Context: an optimization exercise on an open-source flow, tuned for small area. The choices shown serve that exercise and are no tape-out recipe. The RTL was checked by simulation tests, not by an equivalence proof against the original design. Power is estimated from default activity; no workload was simulated. No driver is modelled on the clock port, so clocking that relies on it looks cheaper here than on a real chip.

==> design.v <==
module kdps_cmp (
  input  logic [31:0] a,
  input  logic [31:0] b,
  output logic        eq,
  output logic        gt
);
  logic [31:0] e;
  always_comb begin
    e  = a ~^ b;
    eq = &e;
    gt = 1'b0;
    for (int i = 0; i < 32; i++) begin
      gt = e[i] ? gt : a[i];
    end
  end
endmodule
module kdps_lane #(
  parameter int W = 8
) (
  input  logic         s,
  input  logic         k,
  input  logic [W-1:0] v,
  input  logic [W-1:0] t,
  output logic [W-1:0] h
);
  assign h = ({W{s}} & v) | ({W{k}} & t);
endmodule
module kdps_pick_n #(
  parameter int W = 32
) (
  input  logic         s,
  input  logic [W-1:0] a,
  input  logic [W-1:0] b,
  output logic [W-1:0] y
);
  assign y = ~(s ? a : b);
endmodule
module kdps_out_lo (
  input  logic [31:0] rn,
  input  logic        vsel_n,
  input  logic        dsel,
  output logic [31:0] rv,
  output logic [31:0] dk
);
  assign rv = ~(rn | {32{vsel_n}});
  assign dk = ~(rn & {32{dsel}});
endmodule
module keyed_dirty_point_store_top (
  input  logic        clk,
  input  logic        rst,
  input  logic        in_valid,
  output logic        in_stall,
  input  logic [2:0]  op,
  input  logic [31:0] key,
  input  logic [3:0]  byte_count,
  input  logic [63:0] value,
  output logic        out_valid,
  input  logic        out_stall,
  output logic [1:0]  status,
  output logic [63:0] read_value,
  output logic [3:0]  read_size,
  output logic [31:0] dirty_key,
  input  logic        cfg_valid,
  output logic        cfg_ready,
  input  logic [8:0]  buffer_bytes_in_use
);
  localparam int SW = 98;
  logic [16*SW-1:0] ring;
  logic [SW-1:0]    tl;
  logic [SW-1:0]    hd;
  logic [31:0]      t_key;
  logic [63:0]      t_val;
  logic             t_full;
  logic [3:0]       t_size;
  logic             t_dt;
  logic [3:0]  ph;
  logic        run;
  logic        fin;
  logic        f;
  logic [4:0]  pt_count;
  logic [8:0]  rm;
  logic        sub;
  logic [63:32] res;
  logic [31:0] res_n;
  logic [31:0] res_n_d;
  logic        res_full;
  logic        vsel;
  logic        dsel;
  logic [1:0]  st;
  logic op_def, op_set, op_get, op_clr1, op_clra, op_fd, op_lk;
  logic start, act, f_in, sv, at_end, eq, gt;
  logic def_room, def_ok, wr_def, hit, wr_set, get_ld, fd_hit, clr_dt, f_next;
  logic [3:0] take;
  logic [8:0] rm_d;
  assign cfg_ready = 1'b1;
  assign tl    = ring[16*SW-1 -: SW];
  assign t_key = tl[31:0];
  assign t_val = tl[95:32];
  assign t_full = tl[96];
  assign t_size = t_full ? 4'd8 : {1'b0, t_val[58:56]};
  assign t_dt   = tl[97];
  assign op_def  = (op == 3'd0);
  assign op_set  = (op == 3'd1);
  assign op_get  = (op == 3'd2);
  assign op_clr1 = (op == 3'd3);
  assign op_clra = (op == 3'd4);
  assign op_fd   = (op == 3'd5);
  assign op_lk   = op_set | op_get | op_clr1 | op_fd;
  assign start = in_valid & ~out_valid & ~fin & ~run & (ph == 4'd0);
  assign act   = start | run;
  assign f_in  = run & f;
  assign sv    = ({1'b0, ph} < pt_count);
  kdps_cmp u_cmp (.a(key), .b(t_key), .eq(eq), .gt(gt));
  assign at_end   = act & op_def & ({1'b0, ph} == pt_count);
  assign take     = (act & sv) ? t_size : byte_count;
  assign rm_d     = rm - {5'd0, take};
  assign def_room = ~rm_d[8];
  assign def_ok   = at_end & ~f_in & (key != 32'hFFFF_FFFF)
                  & (byte_count != 4'd0) & (byte_count <= 4'd8) & def_room;
  assign wr_def   = def_ok;
  assign hit    = act & sv & eq & (op_set | op_get | op_clr1);
  assign wr_set = hit & op_set;
  assign get_ld = hit & op_get;
  assign fd_hit = act & op_fd & sv & t_dt & ~f_in;
  assign clr_dt = (hit & op_clr1) | (act & op_clra);
  always_comb begin
    f_next = f_in | hit | fd_hit;
    if (op_def) begin
      f_next = f_in | (act & sv & ~gt) | (at_end & ~def_ok)
             | (act & (ph == 4'd15) & pt_count[4]);
    end
  end
  logic [7:0] byte_wr;
  logic [7:0] byte_keep;
  always_comb begin
    for (int b = 0; b < 8; b++) begin
      byte_wr[b]   = wr_set & (4'(b) < t_size);
      byte_keep[b] = ~wr_def & ~byte_wr[b];
    end
  end
  kdps_lane #(.W(32)) u_lane_key (
    .s(wr_def), .k(~wr_def), .v(key), .t(t_key), .h(hd[31:0])
  );
  for (genvar b = 0; b < 7; b++) begin : g_lane
    kdps_lane #(.W(8)) u_lane (
      .s(byte_wr[b]), .k(byte_keep[b]), .v(value[8*b +: 8]),
      .t(t_val[8*b +: 8]), .h(hd[32+8*b +: 8])
    );
  end
  kdps_lane #(.W(3)) u_lane_sz (
    .s(byte_wr[7] | wr_def), .k(byte_keep[7]),
    .v(wr_def ? byte_count[2:0] : value[58:56]), .t(t_val[58:56]), .h(hd[90:88])
  );
  kdps_lane #(.W(5)) u_lane_b7 (
    .s(byte_wr[7]), .k(byte_keep[7]), .v(value[63:59]), .t(t_val[63:59]),
    .h(hd[95:91])
  );
  assign hd[96] = wr_def ? byte_count[3] : t_full;
  assign hd[97] = wr_set | (t_dt & ~wr_def & ~clr_dt);
  always_ff @(posedge clk) begin
    ring <= {ring[15*SW-1:0], hd};
  end
  always_ff @(posedge clk) begin
    if (rst) begin
      ph       <= 4'd0;
      run      <= 1'b0;
      fin      <= 1'b0;
      pt_count <= 5'd0;
      rm       <= 9'd128;
      sub      <= 1'b0;
      out_valid <= 1'b0;
    end else begin
      ph  <= ph + 4'd1;
      run <= act & (ph != 4'd15);
      fin <= act & (ph == 4'd15);
      if (cfg_valid) begin
        rm  <= {1'b0, buffer_bytes_in_use[8] | buffer_bytes_in_use[7],
                buffer_bytes_in_use[6:0] & {7{~buffer_bytes_in_use[8]}}};
        sub <= 1'b1;
      end else if ((act && sv && sub) || wr_def) begin
        rm <= rm_d;
      end
      if (fin) begin
        sub <= 1'b0;
      end
      if (fin && op_def && !f) begin
        pt_count <= pt_count + 5'd1;
      end
      if (fin) begin
        out_valid <= 1'b1;
      end else if (!out_stall) begin
        out_valid <= 1'b0;
      end
    end
  end
  always_ff @(posedge clk) begin
    if (act) begin
      f <= f_next;
    end
    if (get_ld) begin
      res    <= t_val[63:32];
      res_full <= t_full;
    end
    if (get_ld || fd_hit) begin
      res_n <= res_n_d;
    end
    if (fin) begin
      vsel <= op_get & f;
      dsel <= op_fd & f;
      st   <= {op_def & f, op_lk & ~f};
    end
  end
  assign in_stall   = ~fin;
  assign status     = st;
  kdps_pick_n #(.W(32)) u_pick (.s(get_ld), .a(t_val[31:0]), .b(t_key), .y(res_n_d));
  kdps_out_lo u_out_lo (
    .rn(res_n), .vsel_n(~vsel), .dsel(dsel), .rv(read_value[31:0]), .dk(dirty_key)
  );
  assign read_value[55:32] = vsel ? res[55:32] : 24'd0;
  assign read_value[63:56] = (vsel && res_full) ? res[63:56] : 8'd0;
  assign read_size  = !vsel ? 4'd0 : res_full ? 4'd8 : {1'b0, res[58:56]};
endmodule
==> flow/run.sh <==
#!/bin/bash
# standard layout with the smallest buffer on the ports and tuned clock tree; logs to this folder
export BUFFER_PORTS_ARGS="-buffer_cell sky130_fd_sc_hd__buf_1"
export CTS_ARGS="-sink_clustering_enable -sink_clustering_size 34 -sink_clustering_max_diameter 300 -buf_list sky130_fd_sc_hd__clkbuf_16 -repair_clock_nets -dont_use_dummy_load"
bash standard.sh > standard.log 2>&1
==> standard.sh <==
#!/bin/bash
# synth_recipe.tcl (not shown) runs the flow's synth.tcl, then flattens the netlist and writes it again
# the make line also repeats each setting of config.mk as NAME=value (left out here)
make -C /OpenROAD-flow-scripts/flow DESIGN_CONFIG=/design/flow/config.mk WORK_HOME=/design/flow/orfs CLKGATE_MAP_FILE= SYNTH_SCRIPT=/design/flow/synth_recipe.tcl "${@:-finish}"
==> config.mk <==
export PLATFORM = sky130hd
export DESIGN_NAME = keyed_dirty_point_store_top
export DESIGN_NICKNAME = keyed_dirty_point_store_top
export VERILOG_FILES = /design/flow/design.v
export SDC_FILE = /design/flow/constraint.sdc
export NUM_CORES = 4
export LEC_CHECK = 0
export CAP_MARGIN = 20
export CORE_MARGIN = 2
export CORE_UTILIZATION = 65
export SLEW_MARGIN = 20
export SYNTH_HIERARCHICAL = 1
==> constraint.sdc <==
create_clock -name core_clock -period 10.0 [get_ports {clk}]
set_input_delay 2.0000 -clock core_clock [delete_from_list [all_inputs] [get_ports {clk}]]
set_output_delay 2.0000 -clock core_clock [all_outputs]
set_load 0.01 [all_outputs]
==> results of run 1 <==
## per-stage QoR
| stage | utilization | setup WS [ns] | std cells | cell area, µm² |
|---|---|---|---|---|
| after CTS | 0.707 | 3.98 | 3263 | 40800 |
| after floorplan | - | 4.37 | 2254 | 37900 |
| final | 0.708 | 3.82 | 3267 | 40800 |
| after global routing | 0.708 | 3.63 | 3265 | 40800 |
| after global placement | 0.683 | 3.46 | 3208 | 39400 |
| after detailed placement | 0.684 | 3.29 | 3209 | 39500 |
## flip-flops by register name (all words and copies together), names as in the netlist, 2 cells and up
signal and flops:
rm 9, res 32, ph 4, st 2, ring 1568, pt_count 5, res_n 32
## per-layer routing
layer	wire length, µm	share of wire	GRT usage	vias to the layer above
met2	24200	0.44	0.282	291
li1	-	-	-	7760
met1	27700	0.50	0.268	7445
met4	1300	0.023	0.0540	6
met3	2230	0.040	0.0342	97
met5	37	0.00067	0	-
## cells by family (layout without fill, tap and decap cells)
kind of cell,count (synthesis),count (layout)
flip-flops,1660,1660
other,1,4
buffers and inverters,84,329
multiplexers,36,36
AND/OR/NAND/NOR,262,262
AO/OA/AOI/OAI,183,183
adder cells (fa/ha/maj),13,13
XOR/XNOR,15,15
## report_power, final
group	internal [mW]	leakage, nW	total, mW	switching (mW)
clock network	0.980	0.665	2.68	1.70
registers	6.70	13.6	6.73	0.0217
logic	0.0415	1.65	0.104	0.0627
## worst paths after layout
path                                          startpoint                 to
worst min register to register         ring[616]$_DFF_P_  ring[714]$_DFF_P_
worst min-delay path                   ring[616]$_DFF_P_  ring[714]$_DFF_P_
worst max-delay path                            in_valid   ring[31]$_DFF_P_
worst max register to register  pt_count[1]$_SDFFE_PP0P_   ring[31]$_DFF_P_
## layout make-up
cell class | count | share of cell area
Antenna cell | 3 | 0.000184
Clock buffer | 54 | 0.0331
Inverter | 45 | 0.00414
Multi-Input combinational cell | 510 | 0.0855
Sequential cell | 1660 | 0.831
Tap cell | 765 | 0.0234
Timing Repair Buffer | 230 | 0.0227
## Yosys cell counts (5+ instances only)
cell | count | area [µm²]
dfxtp_1 | 1590 | 31800
a22o_1 | 95 | 832
edfxtp_1 | 70 | 2100
nor2_1 | 70 | 263
nand2_1 | 64 | 240
inv_1 | 44 | 165
mux2i_1 | 34 | 340
and2_1 | 29 | 181
a21oi_1 | 23 | 115
nor2b_1 | 22 | 138
buf_6 | 21 | 236
o21ai_0 | 16 | 80.1
nand4_1 | 14 | 87.6
nor3_1 | 14 | 70.1
ha_1 | 12 | 150
and3_1 | 11 | 68.8
nand2b_1 | 11 | 68.8
xnor2_1 | 10 | 87.6
buf_2 | 8 | 40.0
o22ai_1 | 8 | 50.1
a211oi_1 | 7 | 52.6
clkbuf_1 | 6 | 22.5
nand3_1 | 6 | 30.0
xor2_1 | 5 | 43.8
## Yosys stat by module (local to each module, per instance), excerpt
module / flops+latches / cells inside / cell area, µm²
kdps_cmp: 0 / 118 / 726
kdps_out_lo: 0 / 70 / 308
keyed_dirty_point_store_top: 1660 / 1914 / 35500
==> impl_metrics.env, run 1 <==
export IMPL_status="complete, no violations"
export IMPL_cap_viol_max_count=0
export IMPL_ir_drop_v=0.000193
export IMPL_synth_mux_area_frac=0.00957
export IMPL_rsz0062_at_grt="no"
export IMPL_whs_ns=0.315
export IMPL_setup_tns_final_ns=0
export IMPL_hp_class="reg -> reg"
export IMPL_max_clock_path_buffers=3
export IMPL_synth_nets=2384
export IMPL_grt_usage=0.183
export IMPL_grt_first_pass_wirelength_mm=83.6
export IMPL_fp_dieH_um=246
export IMPL_drt_total_wl_mm=55.5
export IMPL_gp_congestion=0.863
export IMPL_fin_crit_sh=0.618
export IMPL_max_freq_ghz=0.162
export IMPL_critPathTopFamily="compound AO/OA/AOI/OAI gates"
export IMPL_clock_latency_ns=0.64
export IMPL_endpoint_kind="flip-flop"
export IMPL_whs_path_depth=0
export IMPL_cts_tree="built"
export IMPL_fin_worst_skew_ns=0.0259
export IMPL_seq_area_frac_synth=0.895
export IMPL_cts_resized=0
export IMPL_crit_type="in -> reg"
export IMPL_cts_root_buf="clkbuf_16"
export IMPL_drt_iter0_drc=891
export IMPL_holdBufCountCts=0
export IMPL_ys_ff_latch=1660
export IMPL_ant_nets=0
export IMPL_worstRegToRegCells=17
export IMPL_clock_sinks=1660
export IMPL_final_layout_size_suffix_gt1_frac=0.0348
export IMPL_initial_core_util=0.657
export IMPL_hold_viol=0
export IMPL_die_area_um2=60300
export IMPL_area_delta_synth_final_pct=7.70
export IMPL_dr_total_vias=15599
export IMPL_p_leak_nw=15.9
export IMPL_grt_overflow=0
export IMPL_synth_fa_ha_area_frac=0.00449
export IMPL_synth_top_family_by_area="compound AO/OA/AOI/OAI gates"
export IMPL_tightest_slew_ns=1.04
export IMPL_crit_arrival_ns=6.72
export IMPL_syn_cell_area_um2=37900
export IMPL_setup_violations_final=0
export IMPL_antenna_found_initial=5
export IMPL_synth_edf_count=70
export IMPL_io_buffers=220
export IMPL_nNetsFinal=2631
export IMPL_layout_commonest_cell="dfxtp_1"
export IMPL_startpoint_type="input port"
export IMPL_crit_buf_inv=4
export IMPL_path_clk_slew_ns=0.12
export IMPL_io_pins=222
export IMPL_wl_per_cell_um=17.0
export IMPL_path_max_fanout=33
export IMPL_syn_inst=2254
export IMPL_rows=88
export IMPL_p_per_area_nw_per_um2=233
export IMPL_critical_path_max_stage_delay_ns=0.80
export IMPL_drv_slew=0
export IMPL_critical_path_depth=15
export IMPL_required_ns=10.54
export IMPL_regArea_um2=33900
export IMPL_postCtsSetupRepairBufs=0
export IMPL_total_power_mw=9.51
export IMPL_die_w_um=246
export IMPL_slew_headroom=0.308
export IMPL_synth_compound_area_frac=0.0385
export IMPL_cts_htree_levels=2
export IMPL_place_hpwl_mm=37.3
export IMPL_ys_flop_type="dfxtp_1"
export IMPL_fillers=3863
export IMPL_drt_pass1_iterations=5
export IMPL_fp_coreArea_um2=57700
export IMPL_grt_max_degree=35
export IMPL_async_flop_share=0
export IMPL_vias_per_cell=4.77
export IMPL_cp_slowest_cell="a211oi_2"
export IMPL_yosys_area_share_simple=0.0352
export IMPL_final_min_clock_period_ns=6.18
export IMPL_synth_xor_area_frac=0.00346
export IMPL_grt_pass1_vias=14879
export IMPL_yosysUniqueCellTypes=65
export IMPL_crit_chain="buf_1, nor4bb_1, a21oi_1, a211oi_2, mux2_2, ha_1, inv_1, fa_1, a21o_1, a211oi_2, xnor2_1, and3_1, buf_4, inv_1, a22o_2"
export IMPL_numCtsBuffers=54
export IMPL_layout_common_cells="dfxtp_1 (1590), buf_1 (220), a22o_1 (95), edfxtp_1 (70), nor2_1 (69)"
export IMPL_drc=0
export IMPL_yosysWarnings=8
export IMPL_synth_area_per_cell_um2=16.8
export IMPL_multi_input_comb_area_um2=3490
export IMPL_rrSetupSlack_ns=4.65
==> run 2: changes to the inputs <==
--- a/config.mk
+++ b/config.mk
@@ -9,4 +9,6 @@
 export CORE_MARGIN = 2
 export CORE_UTILIZATION = 65
+export GPL_ROUTABILITY_DRIVEN = 0
+export GPL_TIMING_DRIVEN = 0
 export SLEW_MARGIN = 20
 export SYNTH_HIERARCHICAL = 1
==> run 2 against run 1 <==
  * Still clean
  * Synthesized cell count unchanged
  * Total power about the same
  * First-iteration DRC count down 2.4%
  * Largest power group unchanged
==> impl_metrics.env, run 2 <==
export IMPL_status="complete, no violations"
export IMPL_timing_rr_start="ph[0]$_SDFF_PP0_"
export IMPL_drt_pass1_iterations=5
export IMPL_crit_arrival_ns=6.87
export IMPL_ant_nets=0
export IMPL_fp_coreArea_um2=57700
export IMPL_final_cells=3299
export IMPL_min_from="ring[713]$_DFF_P_"
export IMPL_hold_end="ring[811]$_DFF_P_"
export IMPL_synth_xor_area_frac=0.00346
export IMPL_io_pins=222
export IMPL_vias_per_cell=4.79
export IMPL_final_layout_size_suffix_gt1_frac=0.0443
export IMPL_ys_ff_latch=1660
export IMPL_tightest_slew_ns=1.01
export IMPL_grt_overflow=0
export IMPL_cts_resized=0
export IMPL_synth_top_cell_area_share=0.839
export IMPL_layout_commonest_cell="dfxtp_1"
export IMPL_postCtsSetupRepairBufs=0
export IMPL_place_ws_ns=2.94
export IMPL_ir_drop_v=0.000206
export IMPL_setup_tns_final_ns=0
export IMPL_finalWorstSetupSlack_ns=3.62
export IMPL_synth_top_family_by_area="compound AO/OA/AOI/OAI gates"
export IMPL_endpoint_kind="flip-flop"
export IMPL_path_max_fanout=10
export IMPL_nNetsFinal=2661
export IMPL_max_clock_path_buffers=3
export IMPL_grt_usage=0.185
export IMPL_grt_first_pass_wirelength_mm=84.7
export IMPL_synth_nets=2384
export IMPL_holdBufCountCts=0
export IMPL_rrSetupSlack_ns=4.47
export IMPL_seq_area_frac_synth=0.895
export IMPL_yosysWarnings=8
export IMPL_yosys_area_share_simple=0.0352
export IMPL_cts_root_buf="clkbuf_16"
export IMPL_p_per_area_nw_per_um2=231
export IMPL_cap_viol_max_count=0
export IMPL_drc=0
export IMPL_worstRegToRegCells=19
export IMPL_cts_htree_levels=2
export IMPL_postLayoutCellArea_um2=41100
export IMPL_place_hpwl_mm=38.3
export IMPL_initial_core_util=0.657
export IMPL_final_min_clock_period_ns=6.38
export IMPL_fin_worst_skew_ns=0.0235
export IMPL_drt_total_wl_mm=56.1
export IMPL_yosysUniqueCellTypes=65
export IMPL_syn_inst=2254
export IMPL_required_ns=10.49
export IMPL_clock_latency_ns=0.63
export IMPL_crit_type="in -> reg"
export IMPL_rows=88
export IMPL_ys_flop_type="dfxtp_1"
export IMPL_io_buffers=219
export IMPL_fin_crit_sh=0.638
export IMPL_cts_tree="built"
export IMPL_clock_sinks=1660
export IMPL_synth_fa_ha_area_frac=0.00449
export IMPL_synth_compound_area_frac=0.0385
export IMPL_largest_register="ring"
export IMPL_drv_slew=0
export IMPL_numCtsBuffers=54
export IMPL_synth_edf_count=70
export IMPL_layout_common_cells="dfxtp_1 (1590), buf_1 (219), a22o_1 (95), edfxtp_1 (70), nor2_1 (69)"
export IMPL_whs_path_depth=0
export IMPL_syn_cell_area_um2=37900
export IMPL_max_freq_ghz=0.157
export IMPL_p_leak_nw=16.0
export IMPL_reg_top3="ring: 1568 flops, res: 32 flops, res_n: 32 flops"
export IMPL_synth_mux_area_frac=0.00957
export IMPL_synth_common_cells="dfxtp_1 (1590), a22o_1 (95), edfxtp_1 (70), nor2_1 (70), nand2_1 (64)"
export IMPL_yosys_area_top_type="dfxtp_1"
export IMPL_async_flop_share=0
export IMPL_wl_per_cell_um=17.0
export IMPL_hp_class="reg -> reg"
export IMPL_hold_viol=0
export IMPL_synth_area_leaders="dfxtp_1 (84%), edfxtp_1 (5.5%), a22o_1 (2.2%)"
export IMPL_synth_area_per_cell_um2=16.8
export IMPL_grt_max_degree=35
export IMPL_setup_violations_final=0
export IMPL_dr_total_vias=15786
export IMPL_whs_ns=0.316
export IMPL_die_area_um2=60300
export IMPL_path_clk_slew_ns=0.11
export IMPL_fp_dieH_um=246
export IMPL_die_w_um=246
export IMPL_slew_headroom=0.324
export IMPL_r2r_end="ring[60]$_DFF_P_"
export IMPL_yosysMostFrequentCell="dfxtp_1"
export IMPL_rsz0062_at_grt="no"
export IMPL_drt_iter0_drc=870
export IMPL_startpoint_type="input port"
export IMPL_placed_cells=3240
export IMPL_grt_pass1_vias=15388
export IMPL_largest_reg_flops=1568
export IMPL_antenna_found_initial=5
export IMPL_place_area_um2=39800
export IMPL_area_delta_synth_final_pct=8.49
[run 2: critical path, stage by stage]
cell and delay [ns]:
buf_1 0.14, nor4bb_1 0.23, a21oi_1 0.28, a211oi_1 0.46, buf_2 0.32, mux2_2 0.21, ha_1 0.18, inv_1 0.07
fa_1 0.43, a21o_1 0.21, a211oi_2 0.28, xnor2_1 0.27, and3_1 0.25, buf_6 0.13, clkbuf_1 0.76, nor2_1 0.11
buf_2 0.26, a22o_1 0.29
[run 2: final cells by class]
type	count	area, µm²
inverter	45	169
fill	3869	16600
multi-input combinational	510	3490
antenna	5	12.5
tap	765	957
clock buffer	54	1350
buffer	39	352
timing repair buffer	221	870
sequential	1660	33900
[run 2: stage by stage]
step	total power, mW	utilization
final	9.51	0.713
after CTS	9.59	0.713
after detailed placement	6.98	0.689
after global routing	9.84	0.713
after floorplan	6.93	-
after global placement	6.97	0.688
[run 2: logic make-up after synthesis]
group | count (synthesis)
flops | 1660
simple gates | 262
compound gates | 183
buf+inv | 84
mux | 36
xor+xnor | 15
fa+ha+maj | 13
other cells | 1
[run 2: how the worst max path moves through the flow]
stage | startpoint | end | slack [ns] | cells after the start
after floorplan | key[3] | res_n[12]$_DFFE_PP_ | 4.37 | 12
after global placement | key[12] | res_n[19]$_DFFE_PP_ | 2.05 | 13
after detailed placement | in_valid | ring[60]$_DFF_P_ | 2.94 | 18
after CTS | in_valid | ring[60]$_DFF_P_ | 3.61 | 18
after global routing | in_valid | ring[60]$_DFF_P_ | 3.38 | 18
final | in_valid | ring[60]$_DFF_P_ | 3.62 | 18
[run 2: Yosys stat by module, one instance, submodules excluded, a selection]
module / cell area [µm²] / cells / copies in the design
kdps_cmp: 726 / 118 / 1
kdps_out_lo: 308 / 70 / 1
keyed_dirty_point_store_top: 35500 / 1914 / 1
[run 2: power breakdown]
part,internal [mW],switching (mW),leakage [nW]
Clock,0.980,1.71,0.665
Combinational,0.0423,0.0610,1.79
Sequential,6.70,0.0203,13.6
[run 2: routing by layer]
metal	global-route usage	part of all wire	routed length, µm	vias up
met5	0	0.00023	13	-
met4	0.0565	0.024	1360	2
met3	0.0336	0.040	2260	97
met2	0.291	0.45	25200	283
met1	0.265	0.49	27300	7577
li1	-	-	-	7827
==> run 3: changes to the inputs <==
--- a/config.mk
+++ b/config.mk
@@ -6,9 +6,7 @@
 export NUM_CORES = 4
 export LEC_CHECK = 0
-export CAP_MARGIN = 20
+export CAP_MARGIN = 0
 export CORE_MARGIN = 2
 export CORE_UTILIZATION = 65
-export GPL_ROUTABILITY_DRIVEN = 0
-export GPL_TIMING_DRIVEN = 0
-export SLEW_MARGIN = 20
+export SLEW_MARGIN = 0
 export SYNTH_HIERARCHICAL = 1
==> run 3 against run 2 <==
  * Still clean
  * Sequential share of layout area grew 0.70 points
  * Critical endpoint is now ring[30]$_DFF_P_
  * Worst hold slack gained 0.0023 ns
  * Combinational power is essentially flat
  * First-iteration DRC count grew 15%
  * Via count shrank 0.67%
  * Highest routed layer unchanged
  * Fmax grew 3.9%
==> impl_metrics.env, run 3 <==
export IMPL_path_clk_slew_ns=0.11
export IMPL_io_buffers=220
export IMPL_final_cells=3264
export IMPL_drc=0
export IMPL_antenna_found_initial=4
export IMPL_cts_resized=0
export IMPL_total_power_mw=9.52
export IMPL_ant_nets=0
export IMPL_grt_overflow=0
export IMPL_fin_worst_skew_ns=0.0331
export IMPL_yosys_area_top_type="dfxtp_1"
export IMPL_wl_per_cell_um=17.3
export IMPL_ys_ff_latch=1660
export IMPL_grt_first_pass_wirelength_mm=84.6
export IMPL_setup_tns_final_ns=0
export IMPL_drt_total_wl_mm=56.4
export IMPL_grt_max_degree=35
export IMPL_cts_root_buf="clkbuf_16"
export IMPL_p_per_area_nw_per_um2=233
export IMPL_crit_type="in -> reg"
export IMPL_drt_pass1_iterations=6
export IMPL_setup_violations_final=0
export IMPL_place_hpwl_mm=37.3
export IMPL_yosysWarnings=8
export IMPL_status="complete, no violations"
export IMPL_hold_viol=0
export IMPL_nNetsFinal=2629
export IMPL_async_flop_share=0
export IMPL_clock_sinks=1660
export IMPL_fp_dieH_um=246
export IMPL_cts_tree="built"
export IMPL_path_max_fanout=33
export IMPL_numCtsBuffers=54
export IMPL_synth_top_cell_area_share=0.839
export IMPL_cap_viol_max_count=0
export IMPL_rows=88
export IMPL_vias_per_cell=4.80
export IMPL_largest_reg_flops=1568
export IMPL_area_delta_synth_final_pct=7.58
export IMPL_synth_area_leaders="dfxtp_1 (84%), edfxtp_1 (5.5%), a22o_1 (2.2%)"
export IMPL_critPathTopFamily="compound AO/OA/AOI/OAI gates"
export IMPL_startpoint_type="input port"
export IMPL_synth_edf_count=70
export IMPL_dr_total_vias=15680
export IMPL_fin_crit_sh=0.614
export IMPL_cp_slowest_cell="a211oi_2"
export IMPL_layout_common_cells="dfxtp_1 (1590), buf_1 (220), a22o_1 (95), edfxtp_1 (70), nor2_1 (69)"
export IMPL_seq_area_frac_synth=0.895
export IMPL_placed_cells=3208
export IMPL_rsz0062_at_grt="no"
export IMPL_yosysMostFrequentCell="dfxtp_1"
export IMPL_grt_pass1_vias=14984
export IMPL_synth_common_cells="dfxtp_1 (1590), a22o_1 (95), edfxtp_1 (70), nor2_1 (70), nand2_1 (64)"
export IMPL_die_area_um2=60300
export IMPL_largest_register="ring"
export IMPL_p_leak_nw=15.9
export IMPL_layout_commonest_cell="dfxtp_1"
export IMPL_crit_arrival_ns=6.67
export IMPL_tightest_slew_ns=1.30
export IMPL_fp_coreArea_um2=57700
export IMPL_final_layout_size_suffix_gt1_frac=0.0340
export IMPL_syn_inst=2254
export IMPL_yosysUniqueCellTypes=65
export IMPL_die_w_um=246
export IMPL_drv_slew=0
export IMPL_holdBufCountCts=0
export IMPL_crit_chain="buf_1, nor4bb_1, a21oi_1, a211oi_2, mux2_2, ha_1, inv_1, fa_1, a21o_1, a211oi_2, xnor2_1, and3_1, buf_4, inv_1, a22o_2"
export IMPL_critical_path_max_stage_delay_ns=0.79
export IMPL_cts_htree_levels=2
export IMPL_synth_area_per_cell_um2=16.8
export IMPL_crit_buf_inv=4
export IMPL_syn_cell_area_um2=37900
export IMPL_endpoint_kind="flip-flop"
export IMPL_initial_core_util=0.657
export IMPL_fillers=3838
export IMPL_max_clock_path_buffers=3
export IMPL_io_pins=222
export IMPL_synth_nets=2384
export IMPL_ys_flop_type="dfxtp_1"
export IMPL_clock_latency_ns=0.65
export IMPL_final_min_clock_period_ns=6.14
export IMPL_required_ns=10.54
export IMPL_grt_usage=0.186
export IMPL_ir_drop_v=0.000208
export IMPL_hp_class="reg -> reg"
export IMPL_slew_headroom=0.133
export IMPL_gp_congestion=0.863
export IMPL_postCtsSetupRepairBufs=0
export IMPL_max_freq_ghz=0.163
export IMPL_drt_iter0_drc=1003
export IMPL_post_route_util=0.707
export IMPL_reg_top3="ring: 1568 flops, res: 32 flops, res_n: 32 flops"
## run 3: cell types whose count changed in the layout (fill, tap and decap cells not counted), moves of 3 or more
| cell | delta |
|---|---|
| buf_2 | -8 |
| diode_2 | -3 |
| buf_4 | +7 |
| clkbuf_1 | -6 |
| buf_6 | -21 |
| buf_8 | -3 |
## run 3: cell families (layout without fill, tap and decap cells)
family	count (synthesis)	in the layout	synth area share
XOR/XNOR	15	15	0.00346
adder cells (fa/ha/maj)	13	13	0.00449
flip-flops	1660	1660	0.895
AND/OR/NAND/NOR	262	262	0.0352
multiplexers	36	36	0.00957
other	1	3	0.0000989
AO/OA/AOI/OAI	183	183	0.0385
buffers and inverters	84	327	0.0137
## run 3: worst paths after layout
| path | from | end | slack (ns) | depth (start not counted) |
|---|---|---|---|---|
| max | in_valid | ring[30]$_DFF_P_ | 3.86 | 15 |
| min | ring[340]$_DFF_P_ | ring[438]$_DFF_P_ | 0.32 | 0 |
| max reg2reg | pt_count[1]$_SDFFE_PP0P_ | ring[30]$_DFF_P_ | 4.69 | 17 |
| min reg2reg | ring[340]$_DFF_P_ | ring[438]$_DFF_P_ | 0.32 | 0 |
## run 3: modules after synthesis (local to each module, per instance), a selection
module | area (µm²) | flip-flops and latches | times used
kdps_cmp | 726 | 0 | 1
keyed_dirty_point_store_top | 35500 | 1660 | 1
kdps_out_lo | 308 | 0 | 1
## run 3: cell type report
type	instances	area [µm²]	share of cell area
flip-flops and latches	1660	33900	0.832
multi-input cells	510	3490	0.0855
clock buffers	54	1350	0.0331
well taps	765	957	0.0235
repair buffers	228	886	0.0217
inverters	45	169	0.00414
diodes	2	5.00	0.000123
## run 3: per-layer routing
layer / track usage / share of wire
met2: 0.285 / 0.44
met3: 0.0309 / 0.043
met5: 0 / 0.00078
met1: 0.270 / 0.49
met4: 0.0649 / 0.028
## run 3: power by group
group / total, mW / internal, mW / switching, mW
combinational: 0.105 / 0.0415 / 0.0631
clock: 2.69 / 0.980 / 1.71
sequential: 6.73 / 6.70 / 0.0217
## run 3: stage by stage
stage	setup WS [ns]	instance area (µm²)	hold WS, ns
2_1_floorplan	4.37	37900	0.310
3_3_place_gp	3.46	39400	0.309
3_5_place_dp	3.29	39400	0.312
4_1_cts	3.99	40800	0.312
5_1_grt	3.62	40800	0.311
6_report	3.86	40800	0.318
==> run 4: changes to the inputs <==
--- a/config.mk
+++ b/config.mk
@@ -6,7 +6,7 @@
 export NUM_CORES = 4
 export LEC_CHECK = 0
-export CAP_MARGIN = 0
+export CAP_MARGIN = 20
 export CORE_MARGIN = 2
-export CORE_UTILIZATION = 65
-export SLEW_MARGIN = 0
+export CORE_UTILIZATION = 55
+export SLEW_MARGIN = 20
 export SYNTH_HIERARCHICAL = 1
==> run 4 against run 3 <==
  * Largest power group unchanged
  * Worst hold slack improved by 0.0021 ns
  * Cell area increased by 0.43%
  * Critical endpoint is now ring[31]$_DFF_P_
  * Largest cell class unchanged
  * Combinational power about the same
  * Non-clock buffer count increased by 1
  * Highest routed layer unchanged
  * Synthesized cell count unchanged
  * Clock skew increased by 0.00058 ns
==> impl_metrics.env, run 4 <==
export IMPL_status="complete, no violations"
export IMPL_rsz0062_at_grt="no"
export IMPL_io_buffers=220
export IMPL_p_leak_nw=15.9
export IMPL_die_w_um=267
export IMPL_synth_top_cell_area_share=0.839
export IMPL_synth_fa_ha_area_frac=0.00449
export IMPL_dr_total_vias=15674
export IMPL_synth_edf_count=70
export IMPL_final_layout_size_suffix_gt1_frac=0.0344
export IMPL_gp_congestion=0.857
export IMPL_grt_max_degree=35
export IMPL_endpoint_kind="flip-flop"
export IMPL_seq_power_share=0.706
export IMPL_rrSetupSlack_ns=4.79
export IMPL_synth_top_family_by_area="compound AO/OA/AOI/OAI gates"
export IMPL_drc=0
export IMPL_required_ns=10.55
export IMPL_yosys_area_share_simple=0.0352
export IMPL_synth_nets=2384
export IMPL_cp_slowest_cell="a211oi_2"
export IMPL_final_min_clock_period_ns=6.06
export IMPL_synth_mux_area_frac=0.00957
export IMPL_hold_end="ring[734]$_DFF_P_"
export IMPL_setup_violations_final=0
export IMPL_power_frac_comb=0.011
export IMPL_cts_tree="built"
export IMPL_grt_usage=0.159
export IMPL_whs_path_depth=0
export IMPL_async_flop_share=0
export IMPL_p_per_area_nw_per_um2=233
export IMPL_p_switching_mw=1.80
export IMPL_yosysWarnings=8
export IMPL_crit_type="in -> reg"
export IMPL_seq_area_frac_synth=0.895
export IMPL_hold_viol=0
export IMPL_path_clk_slew_ns=0.12
export IMPL_crit_chain="buf_1, nor4bb_1, a21oi_1, a211oi_2, mux2_2, ha_1, inv_1, fa_1, a21o_1, a211oi_2, xnor2_1, and3_1, buf_4, inv_1, a22o_2"
export IMPL_fp_coreArea_um2=68500
export IMPL_cts_resized=0
export IMPL_layout_commonest_cell="dfxtp_1"
export IMPL_initial_core_util=0.554
export IMPL_critical_path_max_stage_delay_ns=0.78
export IMPL_numCtsBuffers=54
export IMPL_ir_drop_v=0.000159
export IMPL_rows=96
export IMPL_drt_total_wl_mm=57.0
export IMPL_clock_sinks=1660
export IMPL_synth_common_cells="dfxtp_1 (1590), a22o_1 (95), edfxtp_1 (70), nor2_1 (70), nand2_1 (64)"
export IMPL_tightest_slew_ns=1.15
export IMPL_r2r_end="ring[31]$_DFF_P_"
export IMPL_total_power_mw=9.53
export IMPL_grt_overflow=0
export IMPL_largest_register="ring"
export IMPL_setup_tns_final_ns=0
export IMPL_reg_top3="ring: 1568 flops, res: 32 flops, res_n: 32 flops"
export IMPL_grt_first_pass_wirelength_mm=85.3
export IMPL_whs_ns=0.320
export IMPL_largest_reg_flops=1568
export IMPL_area_delta_synth_final_pct=8.05
export IMPL_crit_arrival_ns=6.61
export IMPL_postCtsSetupRepairBufs=0
export IMPL_yosysMostFrequentCell="dfxtp_1"
export IMPL_fin_crit_sh=0.606
export IMPL_synth_area_per_cell_um2=16.8
export IMPL_yosysUniqueCellTypes=65
export IMPL_fillers=5248
export IMPL_clock_power_share=0.283
export IMPL_path_max_fanout=33
export IMPL_layout_common_cells="dfxtp_1 (1590), buf_1 (220), a22o_1 (95), edfxtp_1 (70), nor2_1 (69)"
export IMPL_vias_per_cell=4.63
export IMPL_synth_area_leaders="dfxtp_1 (84%), edfxtp_1 (5.5%), a22o_1 (2.2%)"
export IMPL_syn_inst=2254
export IMPL_cap_viol_max_count=0
export IMPL_max_clock_path_buffers=3
export IMPL_post_route_util=0.598
export IMPL_hp_class="reg -> reg"
export IMPL_synth_xor_area_frac=0.00346
export IMPL_drt_iter0_drc=883
export IMPL_syn_cell_area_um2=37900
export IMPL_min_from="ring[636]$_DFF_P_"
export IMPL_ant_nets=0
export IMPL_timing_rr_start="pt_count[1]$_SDFFE_PP0P_"
export IMPL_cts_root_buf="clkbuf_16"
export IMPL_sw_frac_of_total=0.189
export IMPL_io_pins=222
export IMPL_holdBufCountCts=0
export IMPL_die_area_um2=71100
export IMPL_worstRegToRegCells=17
export IMPL_drt_pass1_iterations=6
export IMPL_ys_ff_latch=1660
export IMPL_power_internal_mw=7.73
export IMPL_fin_worst_skew_ns=0.0337
export IMPL_startpoint_type="input port"
export IMPL_wl_per_cell_um=16.8
export IMPL_max_freq_ghz=0.165
export IMPL_yosys_area_top_type="dfxtp_1"
export IMPL_clock_latency_ns=0.64
export IMPL_synth_compound_area_frac=0.0385
export IMPL_antenna_found_initial=3
export IMPL_ys_flop_type="dfxtp_1"
export IMPL_grt_pass1_vias=15145
export IMPL_drv_slew=0
export IMPL_place_hpwl_mm=38.7
export IMPL_nNetsFinal=2630
export IMPL_fp_dieH_um=267
export IMPL_cts_htree_levels=2
export IMPL_slew_headroom=0.229
run 4: cell counts after synthesis:
No cell type changed its count.
run 4: cells by family (layout without fill, tap and decap cells):
| family | after synthesis | count (layout) |
|---|---|---|
| other | 1 | 4 |
| AO/OA/AOI/OAI | 183 | 183 |
| flip-flops | 1660 | 1660 |
| buffers and inverters | 84 | 328 |
| adder cells (fa/ha/maj) | 13 | 13 |
| XOR/XNOR | 15 | 15 |
| multiplexers | 36 | 36 |
| AND/OR/NAND/NOR | 262 | 262 |
run 4: Yosys stat by module, one instance, submodules excluded, a selection:
| module | area (µm²) | cells |
|---|---|---|
| keyed_dirty_point_store_top | 35500 | 1914 |
| kdps_out_lo | 308 | 70 |
| kdps_cmp | 726 | 118 |
run 4: power by group through the flow:
| stage | clock network [mW] | registers [mW] | logic, mW |
|---|---|---|---|
| 6_report | 2.70 | 6.73 | 0.105 |
| 5_1_grt | 3.03 | 6.74 | 0.115 |
| 4_1_cts | 2.80 | 6.73 | 0.105 |
| 3_5_place_dp | 0 | 6.88 | 0.104 |
| 3_3_place_gp | 0 | 6.88 | 0.102 |
| 2_1_floorplan | 0 | 6.87 | 0.0586 |
run 4: layer usage:
| layer | part of all wire | routed length, µm | up-vias | track usage |
|---|---|---|---|---|
| met1 | 0.49 | 27900 | 7543 | 0.228 |
| met5 | 0.00023 | 13 | - | 0 |
| met2 | 0.44 | 24800 | 272 | 0.242 |
| met3 | 0.038 | 2150 | 105 | 0.0263 |
| li1 | - | - | 7752 | - |
| met4 | 0.037 | 2130 | 2 | 0.0641 |
run 4: worst max path at each step:
stage	depth (start not counted)	end	slack (ns)	from
6_report	15	ring[31]$_DFF_P_	3.94	in_valid
5_1_grt	15	ring[31]$_DFF_P_	3.67	in_valid
4_1_cts	15	ring[31]$_DFF_P_	3.99	in_valid
3_5_place_dp	15	ring[31]$_DFF_P_	3.28	in_valid
3_3_place_gp	15	ring[31]$_DFF_P_	3.39	in_valid
2_1_floorplan	12	res_n[12]$_DFFE_PP_	4.37	key[3]
run 4: layout make-up:
cell class	instances	area (µm²)	share of cell area
timing repair buffer	229	913	0.0223
antenna	3	7.51	0.000183
tap	882	1100	0.0269
clock buffer	54	1350	0.0330
sequential	1660	33900	0.828
multi-input combinational	510	3490	0.0852
inverter	45	169	0.00412
run 4: critical path, delay by kind of cell:
family | cells | cell delay, ns
muxes | 1 | 0.30
buffers and inverters | 4 | 1.04
adders and majority gates | 2 | 0.61
xor gates and xnor gates | 1 | 0.25
AOI/OAI and AO/OA | 5 | 1.91
and+or+nand+nor | 2 | 0.47
run 4: through the flow:
stage / worst slack, ns / cell area (µm²) / cells
final: 3.94 / 41000 / 3383
after global routing: 3.67 / 41000 / 3381
after CTS: 3.99 / 40900 / 3379
after detailed placement: 3.28 / 39600 / 3325
after global placement: 3.39 / 39600 / 3325
after floorplan: 4.37 / 37900 / 2254
==> run 5: changes to the inputs <==
--- a/config.mk
+++ b/config.mk
@@ -8,5 +8,5 @@
 export CAP_MARGIN = 20
 export CORE_MARGIN = 2
-export CORE_UTILIZATION = 55
+export CORE_UTILIZATION = 70
 export SLEW_MARGIN = 20
 export SYNTH_HIERARCHICAL = 1
==> run 5 against run 4 <==
  * Critical path type unchanged
  * Register-to-register slack got worse by 0.09 ns
  * Cell area fell by 0.55%
  * Clock skew rose by 0.020 ns
  * Sequential share of layout area rose by 0.46 points
  * Worst hold slack got worse by 0.027 ns
  * First-iteration DRC count fell by 2.4%
  * Largest cell class unchanged
  * Non-clock buffer count rose by 1
  * Global-route usage rose by 4.9 points
  * Sequential power barely moved
  * Combinational power barely moved
  * Wire length rose by 2.1%
  * Still clean
  * Die area fell by 21%
  * Largest power group unchanged
==> impl_metrics.env, run 5 <==
export IMPL_status="complete, no violations"
export IMPL_path_clk_slew_ns=0.11
export IMPL_clock_power_share=0.283
export IMPL_rows=85
export IMPL_vias_per_cell=4.91
export IMPL_p_switching_mw=1.80
export IMPL_placed_cells=3140
export IMPL_min_from="ring[872]$_DFF_P_"
export IMPL_nNetsFinal=2631
export IMPL_hold_end="ring[970]$_DFF_P_"
export IMPL_hp_class="reg -> reg"
export IMPL_layout_commonest_cell="dfxtp_1"
export IMPL_crit_chain="buf_1, nor4bb_1, a21oi_1, a211oi_2, mux2_2, ha_1, inv_1, fa_1, a21o_1, a211oi_2, xnor2_1, and3_1, buf_4, inv_1, a22o_2"
export IMPL_yosys_area_share_simple=0.0352
export IMPL_drt_pass1_iterations=4
export IMPL_dr_total_vias=15705
export IMPL_cts_root_buf="clkbuf_16"
export IMPL_postCtsSetupRepairBufs=0
export IMPL_fp_dieH_um=237
export IMPL_max_freq_ghz=0.163
export IMPL_async_flop_share=0
export IMPL_ir_drop_v=0.000186
export IMPL_synth_area_per_cell_um2=16.8
export IMPL_synth_top_cell_area_share=0.839
export IMPL_postLayoutCellArea_um2=40700
export IMPL_r2r_end="ring[31]$_DFF_P_"
export IMPL_yosysUniqueCellTypes=65
export IMPL_tightest_slew_ns=1.06
export IMPL_yosys_area_top_type="dfxtp_1"
export IMPL_crit_type="in -> reg"
export IMPL_grt_overflow=0
export IMPL_final_cells=3198
export IMPL_grt_usage=0.208
export IMPL_cp_slowest_cell="a211oi_2"
export IMPL_rsz0062_at_grt="no"
export IMPL_area_delta_synth_final_pct=7.45
export IMPL_hold_viol=0
export IMPL_setup_violations_final=0
export IMPL_seq_power_share=0.706
export IMPL_clock_latency_ns=0.65
export IMPL_rrSetupSlack_ns=4.70
export IMPL_ant_nets=0
export IMPL_critical_path_depth=15
export IMPL_ys_flop_type="dfxtp_1"
export IMPL_synth_common_cells="dfxtp_1 (1590), a22o_1 (95), edfxtp_1 (70), nor2_1 (70), nand2_1 (64)"
export IMPL_fp_coreArea_um2=53700
export IMPL_synth_mux_area_frac=0.00957
export IMPL_io_buffers=220
export IMPL_syn_inst=2254
export IMPL_critical_path_max_stage_delay_ns=0.76
export IMPL_yosysWarnings=8
export IMPL_grt_max_degree=35
export IMPL_fin_worst_skew_ns=0.0532
export IMPL_synth_area_leaders="dfxtp_1 (84%), edfxtp_1 (5.5%), a22o_1 (2.2%)"
export IMPL_fin_crit_sh=0.615
export IMPL_drv_slew=0
export IMPL_clock_sinks=1660
export IMPL_antenna_found_initial=7
export IMPL_seq_area_frac_synth=0.895
export IMPL_critPathTopFamily="compound AO/OA/AOI/OAI gates"
export IMPL_syn_cell_area_um2=37900
export IMPL_synth_compound_area_frac=0.0385
export IMPL_die_area_um2=56000
export IMPL_reg_top3="ring: 1568 flops, res: 32 flops, res_n: 32 flops"
export IMPL_p_per_area_nw_per_um2=234
export IMPL_ys_ff_latch=1660
export IMPL_grt_pass1_vias=15524
export IMPL_holdBufCountCts=0
export IMPL_crit_arrival_ns=6.69
export IMPL_final_layout_size_suffix_gt1_frac=0.0348
export IMPL_fillers=3205
export IMPL_drc=0
export IMPL_die_w_um=237
export IMPL_required_ns=10.54
export IMPL_final_min_clock_period_ns=6.15
export IMPL_timing_rr_start="ph[0]$_SDFF_PP0_"
export IMPL_setup_tns_final_ns=0
export IMPL_drt_iter0_drc=862
export IMPL_startpoint_type="input port"
export IMPL_wl_per_cell_um=18.2
export IMPL_grt_first_pass_wirelength_mm=87.8
export IMPL_drt_total_wl_mm=58.2
export IMPL_whs_path_depth=0
export IMPL_gp_congestion=0.851
export IMPL_path_max_fanout=33
export IMPL_largest_register="ring"
export IMPL_cts_htree_levels=2
export IMPL_initial_core_util=0.706
export IMPL_yosysMostFrequentCell="dfxtp_1"
export IMPL_slew_headroom=0.291
export IMPL_worstRegToRegCells=16
export IMPL_cts_resized=0
export IMPL_whs_ns=0.293
export IMPL_sw_frac_of_total=0.189
export IMPL_endpoint_kind="flip-flop"
export IMPL_synth_top_family_by_area="compound AO/OA/AOI/OAI gates"
export IMPL_total_power_mw=9.52
export IMPL_power_frac_comb=0.011
export IMPL_place_area_um2=39400
export IMPL_place_hpwl_mm=38.2
export IMPL_layout_common_cells="dfxtp_1 (1590), buf_1 (220), a22o_1 (95), edfxtp_1 (70), nor2_1 (69)"
export IMPL_synth_xor_area_frac=0.00346
export IMPL_largest_reg_flops=1568
export IMPL_io_pins=222
export IMPL_max_clock_path_buffers=3
export IMPL_crit_buf_inv=4
export IMPL_cts_tree="built"
export IMPL_numCtsBuffers=54
export IMPL_cap_viol_max_count=0
export IMPL_p_leak_nw=15.9
export IMPL_synth_fa_ha_area_frac=0.00449
export IMPL_synth_nets=2384
export IMPL_synth_edf_count=70
export IMPL_power_internal_mw=7.73
## run 5: cell count changes in the layout (fill, tap and decap cells not counted)
cell,previous run,this run
buf_12,0,1
buf_8,0,1
buf_16,1,0
## run 5: Yosys stat by module (local to each module, per instance), excerpt
module / area, µm² / flops+latches
kdps_out_lo: 308 / 0
keyed_dirty_point_store_top: 35500 / 1660
kdps_cmp: 726 / 0
## run 5: layer usage
metal  wire [µm]  vias up  track usage
met2       26100      293        0.327
li1            -     7752            -
met5          28        -            0
met3        2020      108       0.0301
met1       28000     7548        0.298
met4        1980        4       0.0792
## run 5: how the worst max path moves through the flow
stage,slack [ns],startpoint,endpoint
2_1_floorplan,4.37,key[3],res_n[12]$_DFFE_PP_
3_3_place_gp,3.48,in_valid,ring[31]$_DFF_P_
3_5_place_dp,3.23,in_valid,ring[31]$_DFF_P_
4_1_cts,3.94,in_valid,ring[14]$_DFF_P_
5_1_grt,3.58,in_valid,ring[31]$_DFF_P_
6_report,3.85,in_valid,ring[31]$_DFF_P_
## run 5: metrics by stage
step	setup slack [ns]	utilization
after floorplan	4.37	-
after global placement	3.48	0.733
after detailed placement	3.23	0.733
after CTS	3.94	0.758
after global routing	3.58	0.759
final	3.85	0.759
## run 5: cells by family (layout without fill, tap and decap cells)
logic type / after synthesis / after routing
flops: 1660 / 1660
buf+inv: 84 / 329
other cells: 1 / 4
fa+ha+maj: 13 / 13
compound gates: 183 / 183
simple gates: 262 / 262
mux: 36 / 36
xor+xnor: 15 / 15
## run 5: final cells by class
| cell class | count | area (µm²) | area share |
|---|---|---|---|
| sequential | 1660 | 33900 | 0.833 |
| multi-input combinational | 510 | 3490 | 0.0857 |
| clock buffer | 54 | 1350 | 0.0332 |
| timing repair buffer | 230 | 921 | 0.0226 |
| tap | 696 | 871 | 0.0214 |
| inverter | 45 | 169 | 0.00415 |
| antenna | 3 | 7.51 | 0.000184 |
## run 5: power groups by stage
stage | logic (mW) | registers (mW) | clock network [mW]
2_1_floorplan | 0.0586 | 6.87 | 0
3_3_place_gp | 0.100 | 6.88 | 0
3_5_place_dp | 0.103 | 6.88 | 0
4_1_cts | 0.104 | 6.73 | 2.75
5_1_grt | 0.116 | 6.74 | 2.97
6_report | 0.105 | 6.73 | 2.69
## run 5: worst register-to-register path: stages, from the launching register on
cell	delay, ns
dfxtp_1	0.36
inv_1	0.10
ha_1	0.16
nor4bb_1	0.34
a21oi_1	0.30
a211oi_2	0.76
mux2_2	0.30
ha_1	0.16
inv_1	0.06
fa_1	0.42
a21o_1	0.21
a211oi_2	0.25
xnor2_1	0.25
and3_1	0.22
buf_4	0.35
inv_1	0.57
a22o_2	0.42
==> run 6: changes to the inputs <==
==> flow/run.sh (replaced) <==
#!/bin/bash
# standard layout with the smallest buffer on the ports and tuned clock tree; logs to this folder
export BUFFER_PORTS_ARGS="-buffer_cell sky130_fd_sc_hd__buf_1"
export CTS_ARGS="-sink_clustering_enable -sink_clustering_size 33 -sink_clustering_max_diameter 300 -buf_list sky130_fd_sc_hd__clkbuf_16 -repair_clock_nets -dont_use_dummy_load"
bash standard.sh > standard.log 2>&1
--- a/config.mk
+++ b/config.mk
@@ -8,5 +8,5 @@
 export CAP_MARGIN = 20
 export CORE_MARGIN = 2
-export CORE_UTILIZATION = 70
+export CORE_UTILIZATION = 65
 export SLEW_MARGIN = 20
 export SYNTH_HIERARCHICAL = 1
==> run 6 against run 5 <==
  * Global-route usage is 2.3 points lower
  * Clock skew is 0.0033 ns lower
  * Area after synthesis stayed put
  * Setup slack worse by 0.0074 ns
  * First-iteration DRC count is 4.2% lower
  * Register-to-register slack worse by 0.05 ns
  * Highest routed layer unchanged
  * Critical path depth stayed put
  * Cell area is 0.35% higher
  * Fmax is 0.12% lower
  * Utilization is 5.0 points lower
  * Cell count is 2.2% higher
  * Still clean on timing, DRC and antenna
  * Worst hold slack worse by 0.024 ns
==> impl_metrics.env, run 6 <==
export IMPL_place_ws_ns=3.29
export IMPL_setup_tns_final_ns=0
export IMPL_yosysUniqueCellTypes=65
export IMPL_wl_per_cell_um=17.2
export IMPL_drt_iter0_drc=826
export IMPL_drt_total_wl_mm=56.3
export IMPL_synth_area_leaders="dfxtp_1 (84%), edfxtp_1 (5.5%), a22o_1 (2.2%)"
export IMPL_crit_start="in_valid"
export IMPL_grt_busiest_layer="met2"
export IMPL_p_leak_nw=15.9
export IMPL_numCtsBuffers=56
export IMPL_final_cells=3269
export IMPL_met3_usage=0.0330
export IMPL_synth_common_cells="dfxtp_1 (1590), a22o_1 (95), edfxtp_1 (70), nor2_1 (70), nand2_1 (64)"
export IMPL_async_flop_share=0
export IMPL_ir_drop_v=0.000208
export IMPL_seq_area_frac_synth=0.895
export IMPL_met2_usage=0.286
export IMPL_fillers=3843
export IMPL_p_switching_mw=1.81
export IMPL_critical_path_depth=15
export IMPL_synth_edf_count=70
export IMPL_grt_max_degree=35
export IMPL_startpoint_type="input port"
export IMPL_area_delta_synth_final_pct=7.83
export IMPL_reg_top3="ring: 1568 flops, res: 32 flops, res_n: 32 flops"
export IMPL_crit_buf_inv=4
export IMPL_io_pins=222
export IMPL_tightest_slew_ns=1.04
export IMPL_place_hpwl_mm=37.3
export IMPL_post_route_util=0.709
export IMPL_critical_path_max_stage_delay_ns=0.80
export IMPL_path_max_fanout=33
export IMPL_rrSetupSlack_ns=4.65
export IMPL_max_clock_path_buffers=3
export IMPL_sw_frac_of_total=0.189
export IMPL_die_w_um=246
export IMPL_hold_viol=0
export IMPL_gp_congestion=0.863
export IMPL_grt_pass1_vias=14941
export IMPL_drc=0
export IMPL_grt_first_pass_wirelength_mm=84.6
export IMPL_setup_violations_final=0
export IMPL_ys_flop_type="dfxtp_1"
export IMPL_finalWorstSetupSlack_ns=3.84
export IMPL_dr_total_vias=15629
export IMPL_cts_root_buf="clkbuf_16"
export IMPL_clock_sinks=1660
export IMPL_fin_crit_sh=0.616
export IMPL_cap_viol_max_count=0
export IMPL_synth_top_cell_area_share=0.839
export IMPL_initial_core_util=0.657
export IMPL_place_area_um2=39500
export IMPL_crit_type="in -> reg"
export IMPL_syn_inst=2254
export IMPL_synth_nets=2384
export IMPL_yosysMostFrequentCell="dfxtp_1"
export IMPL_rsz0062_at_grt="no"
export IMPL_fin_worst_skew_ns=0.0499
export IMPL_fp_coreArea_um2=57700
export IMPL_cts_htree_levels=2
export IMPL_timing_rr_start="pt_count[1]$_SDFFE_PP0P_"
export IMPL_synth_area_per_cell_um2=16.8
export IMPL_critPathTopFamily="compound AO/OA/AOI/OAI gates"
export IMPL_postCtsSetupRepairBufs=0
export IMPL_holdBufCountCts=0
export IMPL_ys_ff_latch=1660
export IMPL_largest_register="ring"
export IMPL_r2r_end="ring[31]$_DFF_P_"
export IMPL_yosys_area_top_type="dfxtp_1"
export IMPL_clock_latency_ns=0.63
export IMPL_grt_overflow=0
export IMPL_path_clk_slew_ns=0.12
export IMPL_slew_headroom=0.306
export IMPL_layout_commonest_cell="dfxtp_1"
export IMPL_required_ns=10.55
export IMPL_power_internal_mw=7.76
export IMPL_seq_power_share=0.703
export IMPL_cts_tree="built"
export IMPL_final_min_clock_period_ns=6.16
export IMPL_endpoint_kind="flip-flop"
export IMPL_final_layout_size_suffix_gt1_frac=0.0356
export IMPL_layout_common_cells="dfxtp_1 (1590), buf_1 (220), a22o_1 (95), edfxtp_1 (70), nor2_1 (69)"
export IMPL_status="complete, no violations"
export IMPL_fp_dieH_um=246
export IMPL_worstRegToRegCells=17
export IMPL_crit_end="ring[31]$_DFF_P_"
export IMPL_drv_slew=0
export IMPL_cts_resized=0
export IMPL_hp_class="reg -> reg"
export IMPL_die_area_um2=60300
export IMPL_cp_slowest_cell="a211oi_2"
export IMPL_power_frac_comb=0.011
export IMPL_ant_nets=0
export IMPL_io_buffers=220
export IMPL_clock_power_share=0.286
export IMPL_placed_cells=3209
export IMPL_postLayoutCellArea_um2=40900
export IMPL_vias_per_cell=4.78
export IMPL_yosysWarnings=8
export IMPL_syn_cell_area_um2=37900
export IMPL_rows=88
export IMPL_p_per_area_nw_per_um2=234
export IMPL_max_freq_ghz=0.162
export IMPL_nNetsFinal=2633
export IMPL_crit_arrival_ns=6.71
export IMPL_crit_chain="buf_1, nor4bb_1, a21oi_1, a211oi_2, mux2_2, ha_1, inv_1, fa_1, a21o_1, a211oi_2, xnor2_1, and3_1, buf_4, inv_1, a22o_2"
export IMPL_grt_usage=0.186
export IMPL_drt_pass1_iterations=6
export IMPL_use_met1=0.270
export IMPL_antenna_found_initial=5
export IMPL_largest_reg_flops=1568
## run 6: cell count changes in the layout (fill, tap and decap cells not counted), sizes merged
| cell | before | now |
|---|---|---|
| clkbuf | 54 | 56 |
## run 6: cells by family after synthesis
kind of cell | share of synthesized area
AOI/OAI and AO/OA | 0.0385
muxes | 0.00957
buffers and inverters | 0.0137
DFF | 0.895
other | 0.0000989
adders and majority gates | 0.00449
and+or+nand+nor | 0.0352
xor gates and xnor gates | 0.00346
## run 6: routing by layer
| layer | up-vias | routed length [µm] |
|---|---|---|
| met5 | - | 44 |
| met4 | 6 | 1510 |
| met3 | 99 | 2400 |
| met2 | 304 | 24700 |
| met1 | 7470 | 27600 |
| li1 | 7750 | - |
## run 6: modules after synthesis (local to each module, per instance), a selection
module,area [µm²],copies in the design,flip-flops and latches
keyed_dirty_point_store_top,35500,1,1660
kdps_cmp,726,1,0
kdps_out_lo,308,1,0
## run 6: area by class of cell
class,count,area (µm²),area share
Sequential cell,1660,33900,0.830
Multi-Input combinational cell,510,3490,0.0854
Clock buffer,56,1400,0.0343
Tap cell,765,957,0.0234
Timing Repair Buffer,230,928,0.0227
Inverter,45,169,0.00413
Antenna cell,3,7.51,0.000184
## run 6: worst min-delay path by stage
stage	from	to	slack, ns	depth (start not counted)
floorplan	ring[902]$_DFF_P_	ring[1000]$_DFF_P_	0.31	0
global route	ring[256]$_DFF_P_	ring[354]$_DFF_P_	0.27	0
finish	ring[318]$_DFF_P_	ring[416]$_DFF_P_	0.27	0
global placement	ring[888]$_DFF_P_	ring[986]$_DFF_P_	0.31	0
detailed placement	ring[1460]$_DFF_P_	ring[1558]$_DFF_P_	0.31	0
CTS	ring[318]$_DFF_P_	ring[416]$_DFF_P_	0.27	0
## run 6: stage by stage
stage,hold WS (ns),power [mW]
5_1_grt,0.275,9.88
3_5_place_dp,0.312,6.98
3_3_place_gp,0.309,6.97
4_1_cts,0.270,9.65
2_1_floorplan,0.310,6.93
6_report,0.269,9.56
## run 6: worst reg2reg max path, cell delays in order (launching register included)
cell	delay (ns)
dfxtp_1	0.40
inv_1	0.07
ha_1	0.32
nor2b_1	0.14
o21ai_0	0.15
nand2b_1	0.13
a211oi_2	0.79
mux2_2	0.32
ha_1	0.18
inv_1	0.07
fa_1	0.42
a21o_1	0.21
a211oi_2	0.25
xnor2_1	0.26
and3_1	0.24
buf_4	0.34
inv_1	0.55
a22o_2	0.42
## run 6: power by group through the flow
stage / registers (mW) / clock network [mW] / logic [mW]
global route: 6.73 / 3.03 / 0.115
CTS: 6.73 / 2.82 / 0.104
detailed placement: 6.88 / 0 / 0.103
global placement: 6.88 / 0 / 0.0993
finish: 6.73 / 2.73 / 0.104
floorplan: 6.87 / 0 / 0.0586

-- afterwards: timing with drivers on the ports --
No port has a modelled driver above. Below, the same layouts with a new extraction and two added sets of constraints. Step 1 assumes that a clkbuf_16 drives the clock port and a buf_2 every other input. Step 2 also shifts input and output timing later by t, the mid clock arrival at the registers, as if the neighbouring blocks saw the same clock. a / b / c = no drivers / after step 1 / after step 2; a / b = the first two.
run	t (ns)	slack for setup (ns)	hold slack, ns	worst setup path after step 2	cell pins on the clock port's net
run 1	0.685	3.819 / 3.859 / 3.173	0.315 / 0.315 / 0.315	input to register	1
run 2	0.679	3.621 / 3.657 / 2.978	0.316 / 0.316 / 0.316	input to register	1
run 3	0.696	3.862 / 3.901 / 3.206	0.318 / 0.318 / 0.318	input to register	1
run 4	0.693	3.937 / 3.970 / 3.277	0.320 / 0.320 / 0.320	input to register	1
run 5	0.682	3.848 / 3.879 / 3.197	0.293 / 0.293 / 0.293	input to register	1
run 6	0.674	3.840 / 3.878 / 3.204	0.269 / 0.269 / 0.269	input to register	1
After both steps setup and hold are still met in every run listed. The setup slack of run 4, which loses most, moves by +0.033 ns with the drivers and by -0.660 ns with both steps.
